Background: an optimization exercise with open tools, aiming at small area, a short achievable clock period and few clock cycles per item. Do not read the settings as production practice.
The RTL was checked by simulation tests, not by an equivalence proof against the original design.
Power and IR drop assume default switching activity.

Design loeffler_dct_8, start of the top module:
module loeffler_dct_8 (
    input  wire logic    clock,
    input  wire logic    nreset,
    input  wire dct_pkg::sample_t fetch_data,
    output dct_pkg::bin_t         fetch_addr,
    output dct_pkg::result_t      result,
    output logic         frame_done
);
Settings: LEC_CHECK=0, CAP_MARGIN=20, CORE_MARGIN=2, CORE_UTILIZATION=60, SETUP_SLACK_MARGIN=3.7, SLEW_MARGIN=20; clock period 8.5 ns.
run.sh (not shown) runs the stock make flow with config.mk's settings and CLKGATE_MAP_FILE= SYNTH_SCRIPT=/design/flow/synth_recipe.tcl, a recipe that flattens the netlist after the stock synthesis.
Testbench counts at the start, summed over its fixed seeds: cycles 3,528, frames 384.
Then changed:
--- a/flow/config.mk
+++ b/flow/config.mk
@@ -11 +11 @@
-export SETUP_SLACK_MARGIN = 3.7
+export SETUP_SLACK_MARGIN = 5.0
@@ -12,0 +13 @@
+export TNS_END_PERCENT = 2
Result: The new run finished with timing, DRC and antenna clean; setup slack loses 0.042 ns; register-to-register slack loses 0.04 ns; routed wire length decreases slightly; total power hardly moves; combinational power decreases slightly; flip-flop and latch count stays the same; hold slack loses 0.012 ns; non-clock buffer count increases by 5.

* * *

The RTL this note starts from:
==> flow/design.v <==
`default_nettype none
package dct_pkg;
    typedef logic signed [7:0]  sample_t;     
    typedef logic signed [15:0] word_t;       
    typedef logic        [8:0]  coeff_t;      
    typedef logic        [2:0]  coeff_sel_t;
    typedef logic        [4:0]  spad_addr_t;  
    typedef logic        [5:0]  step_t;
    typedef logic        [2:0]  bin_t;        
    typedef struct packed {
        logic       wr_from_mul;   
        logic       wr_en;
        logic       wr_out;        
        spad_addr_t wr_addr;
        coeff_sel_t coeff_sel;
        logic       op2_from_mul;
        logic       op1_from_mul;
        logic       neg_op2;
        logic       neg_op1;
        logic       latch_op1;
        logic       rd_spad;       
        spad_addr_t rd_addr;
    } ucode_t;
    typedef struct packed {
        logic  valid;
        bin_t  index;
        word_t data;
    } result_t;
endpackage
`default_nettype wire
`default_nettype none
module loeffler_dct_8 (
    input  wire logic    clock,
    input  wire logic    nreset,
    input  wire dct_pkg::sample_t fetch_data,
    output dct_pkg::bin_t         fetch_addr,
    output dct_pkg::result_t      result,
    output logic         frame_done
);
    logic [8:0] p;
    logic       run;                 
    wire  [8:0] np = nreset ? 9'd1 : {p[7:0], p[8]};
    always_ff @(posedge clock) begin
        p <= np;
        if (nreset)
            run <= 1'b0;
        else if (p[8])
            run <= 1'b1;
    end
    assign frame_done = p[8];
    always_comb begin
        fetch_addr = 3'd5;
        if (p[0]) fetch_addr = 3'd0;
        if (p[1]) fetch_addr = 3'd7;
        if (p[2]) fetch_addr = 3'd3;
        if (p[3]) fetch_addr = 3'd4;
        if (p[4]) fetch_addr = 3'd1;
        if (p[5]) fetch_addr = 3'd6;
        if (p[6]) fetch_addr = 3'd2;
    end
    wire signed [7:0] x = fetch_data;
    logic signed [7:0] h;
    logic signed [8:0] k;
    logic signed [8:0] d;
    logic signed [9:0] ea, eb;           
    logic signed [10:0] ev;              
    logic signed [10:0] bq1, bq2;        
    wire esum = p[4] || p[8];
    wire signed [9:0] u1 = 10'(h) + 10'(x) + (esum ? 10'(k) : 10'sd0);
    wire signed [9:0] u3 = 10'(k) - 10'(h) - 10'(x);
    wire signed [8:0] u2 = 9'(h) - 9'(x);
    always_ff @(posedge clock) begin
        h <= x;                          
        if (p[2] || p[6]) k <= u1[8:0];
        if (p[2] || p[4] || p[6] || p[8]) d <= u2;
        if (p[4]) ea <= u1;
        if (esum) eb <= u3;
        if (p[8])
            ev <= 11'(u1);
        else if (p[5])
            ev <= 11'(ea);
        else if (p[6] || p[1])
            ev <= 11'(eb);
        else if (p[3])
            ev <= bq1;
        else if (p[4])
            ev <= bq2;
    end
    logic signed [8:0] op, ow;           
    logic signed [9:0] o0, o1, o2, o3;
    logic oa, ob, c213, c251, c142, c50, c2x, oxs, oys, ok0, ok1, ok2;
    always_ff @(posedge clock) begin
        ok0  <= np[5] || np[0] || np[4] || np[6];
        ok1  <= np[7] || np[0] || np[8] || np[1];
        ok2  <= np[3] || np[5];
        oa   <= np[3] || np[5] || np[7] || np[0];
        ob   <= np[4] || np[6] || np[8] || np[1];
        c213 <= np[3] || np[5];
        c251 <= np[7] || np[0];
        c142 <= np[4] || np[6];
        c50  <= np[8] || np[1];
        c2x  <= np[3] || np[5] || np[8] || np[1];
        oxs  <= np[5] || np[0];          
        oys  <= np[6] || np[1];          
    end
    wire signed [18:0] wd = 19'(d);
    wire signed [18:0] oc = $signed({10'd0, ob, 5'd0, ok2, ok1, ok0});
    wire [18:0] or1 = ({19{oa}} & (wd <<< 8)) | ({19{c142}} & ~(wd <<< 7)) | ({19{c50}} & ~(wd <<< 5));
    wire [18:0] or2 = ({19{c213}} & ~(wd <<< 5)) | ({19{ob}} & ~(wd <<< 4));
    wire [18:0] or3 = ({19{c213}} & ~(wd <<< 3)) | ({19{c251}} & ~(wd <<< 2)) |
                      ({19{c142}} & (wd <<< 1)) | ({19{c50}} & ~(wd <<< 1));
    wire [18:0] or4 = {19{c213}} & ~(wd <<< 1);
    wire [18:0] or5 = {19{oa}} & ~wd;
    wire [18:0] or6 = ({19{oxs}} & ~(19'(ow) <<< 8)) | ({19{oys}} & (19'(op) <<< 8));
    wire signed [18:0] ot =
          $signed(or1) + $signed(or2) + $signed(or3) + $signed(or4) + $signed(or5)
        + $signed(or6) + oc;
    wire signed [9:0] ov = ot[17:8];
    always_ff @(posedge clock) begin
        if (p[3] || p[7]) op <= ov[8:0];
        ow <= ov[8:0];                   
        if (p[5]) o0 <= ov;
        if (p[6]) o3 <= ov;
        if (p[0]) o1 <= ov;
        if (p[1]) o2 <= ov;
    end
    logic signed [8:0]  x91;
    logic signed [9:0]  p139;
    logic signed [10:0] w334;
    logic a91, a139, b91, b334, m362, eA, exy, ex2, ey3, ek0, ek1, ek8;
    always_ff @(posedge clock) begin
        ek0  <= np[6] || np[0] || np[2];
        ek1  <= np[6] || np[7] || np[8] || np[0] || np[2] || np[3];
        ek8  <= np[8] || np[1] || np[3];
        a91  <= np[6] || np[0];
        a139 <= np[7] || np[2];
        b91  <= np[1];
        b334 <= np[8] || np[3];
        m362 <= np[4] || np[5];
        eA   <= np[6] || np[0] || np[7] || np[2];
        exy  <= np[0] || np[1];
        ex2  <= np[2];
        ey3  <= np[3];
    end
    wire signed [19:0] we = 20'(ev);
    wire signed [19:0] ec = $signed({11'd0, ek8, 6'd0, ek1, ek0});
    wire [19:0] er1 = ({20{eA}} & (we <<< 7)) | ({20{b91}} & ~(we <<< 7)) |
                      ({20{b334}} & ~(we <<< 8)) | ({20{m362}} & (we <<< 8));
    wire [19:0] er2 = ({20{a91}} & ~(we <<< 5)) | ({20{a139}} & (we <<< 4)) |
                      ({20{b91}} & (we <<< 5)) | ({20{b334}} & ~(we <<< 6)) | ({20{m362}} & (we <<< 6));
    wire [19:0] er3 = ({20{eA}} & ~(we <<< 2)) | ({20{b91}} & (we <<< 2)) |
                      ({20{b334}} & ~(we <<< 4)) | ({20{m362}} & (we <<< 5));
    wire [19:0] er4 = ({20{eA}} & ~we) | ({20{b91}} & we) | ({20{b334}} & (we <<< 1)) |
                      ({20{m362}} & (we <<< 3));
    wire [19:0] er5 = ({20{exy}} & (20'(x91) <<< 8)) | ({20{ex2}} & ~(20'(w334) <<< 8)) |
                      ({20{ey3}} & (20'(p139) <<< 8)) | ({20{m362}} & (we <<< 1));
    wire signed [19:0] et =
          $signed(er1) + $signed(er2) + $signed(er3) + $signed(er4) + $signed(er5) + ec;
    wire signed [11:0] evr = et[19:8];
    always_ff @(posedge clock) begin
        if (p[6]) x91  <= evr[8:0];
        if (p[7]) p139 <= evr[9:0];
        if (p[8]) w334 <= evr[10:0];
    end
    wire signed [11:0] qa = p[2] ? 12'(o3) : (p[3] || p[4]) ? 12'(o0) : p[5] ? 12'(o1) :
                            p[6] ? 12'(bq1) : 12'(bq2);
    wire signed [11:0] qb = p[2] ? 12'(o1) : (p[3] || p[4]) ? 12'(o2) : p[5] ? 12'(o3) :
                            p[6] ? 12'(bq2) : 12'(bq1);
    wire qn = p[2] || p[3] || p[7];
    wire signed [11:0] qs = qa + (qn ? ~qb : qb) + (qn ? 12'sd1 : 12'sd0);
    always_ff @(posedge clock) begin
        if (p[2] || p[4]) bq1 <= qs[10:0];
        if (p[3] || p[5]) bq2 <= qs[10:0];
    end
    logic signed [11:0] r;
    logic               rvalid;
    logic [2:0]         ridx;
    always_ff @(posedge clock) begin
        if (p[6] || p[7])
            r <= qs;
        else
            r <= evr;
        rvalid <= run && !p[8] && !nreset;
        ridx   <= (p[0] ? 3'd0 : 3'd0) | (p[1] ? 3'd4 : 3'd0) | (p[2] ? 3'd2 : 3'd0) |
                  (p[3] ? 3'd6 : 3'd0) | (p[4] ? 3'd3 : 3'd0) | (p[5] ? 3'd5 : 3'd0) |
                  (p[6] ? 3'd1 : 3'd0) | (p[7] ? 3'd7 : 3'd0);
    end
    assign result.valid = rvalid;
    assign result.index = ridx;
    assign result.data  = 16'(r);
endmodule
`default_nettype wire
clock: 8.5 ns
lec_check: 0
cap_margin: 20
core_margin: 2
core_utilization: 70
setup_slack_margin: 4.5
slew_margin: 20
tns_end_percent: 5
The starting point completed without violations.
Testbench counts at the start, summed over its fixed seeds: cycles 3,528, frames 384.
Rerun with:
CORE_UTILIZATION = 60   (was 70)
SETUP_SLACK_MARGIN = 4.0   (was 4.5)
Result: The changed run finished clean. Via count is lower by about 2.6%. Cell area stays flat. Worst setup slack improved by 0.017 ns. Synthesized cell count stays the same. Count of clock-buffer cells in the layout stays the same.

static timing again, ports no longer ideal:
The flow's constraints put no driver on any port. The routed layouts listed below were extracted and timed again, unchanged, in two steps.
Step 1: set_driving_cell puts a clkbuf_16 on clock and a buf_2 on each other input, an assumption about the parent block.
Step 2 adds t to the input delays and takes it off the output delays; t is the mean of the earliest and latest rising clock arrival at the registers after step 1. Input paths then give back, and output paths get back, about the clock's delay inside the block.
a / b / c = ideal / step 1 / step 2; a / b = the first two.
run	shift t [ns]	setup slack, ns	worst setup path after step 2
the first run of note 1	0.487	3.718 / 3.718 / 3.680	input to register
the second run of note 1	0.481	3.676 / 3.676 / 3.676	register to register
the first run of note 2	0.554	3.526 / 3.526 / 3.397	input to register
the second run of note 2	0.567	3.543 / 3.543 / 3.318	input to register
After both steps setup and hold are still met in every run listed. The setup slack of the second run of note 2, which loses most, moves by 0.000 ns with the drivers and by -0.225 ns with both steps.
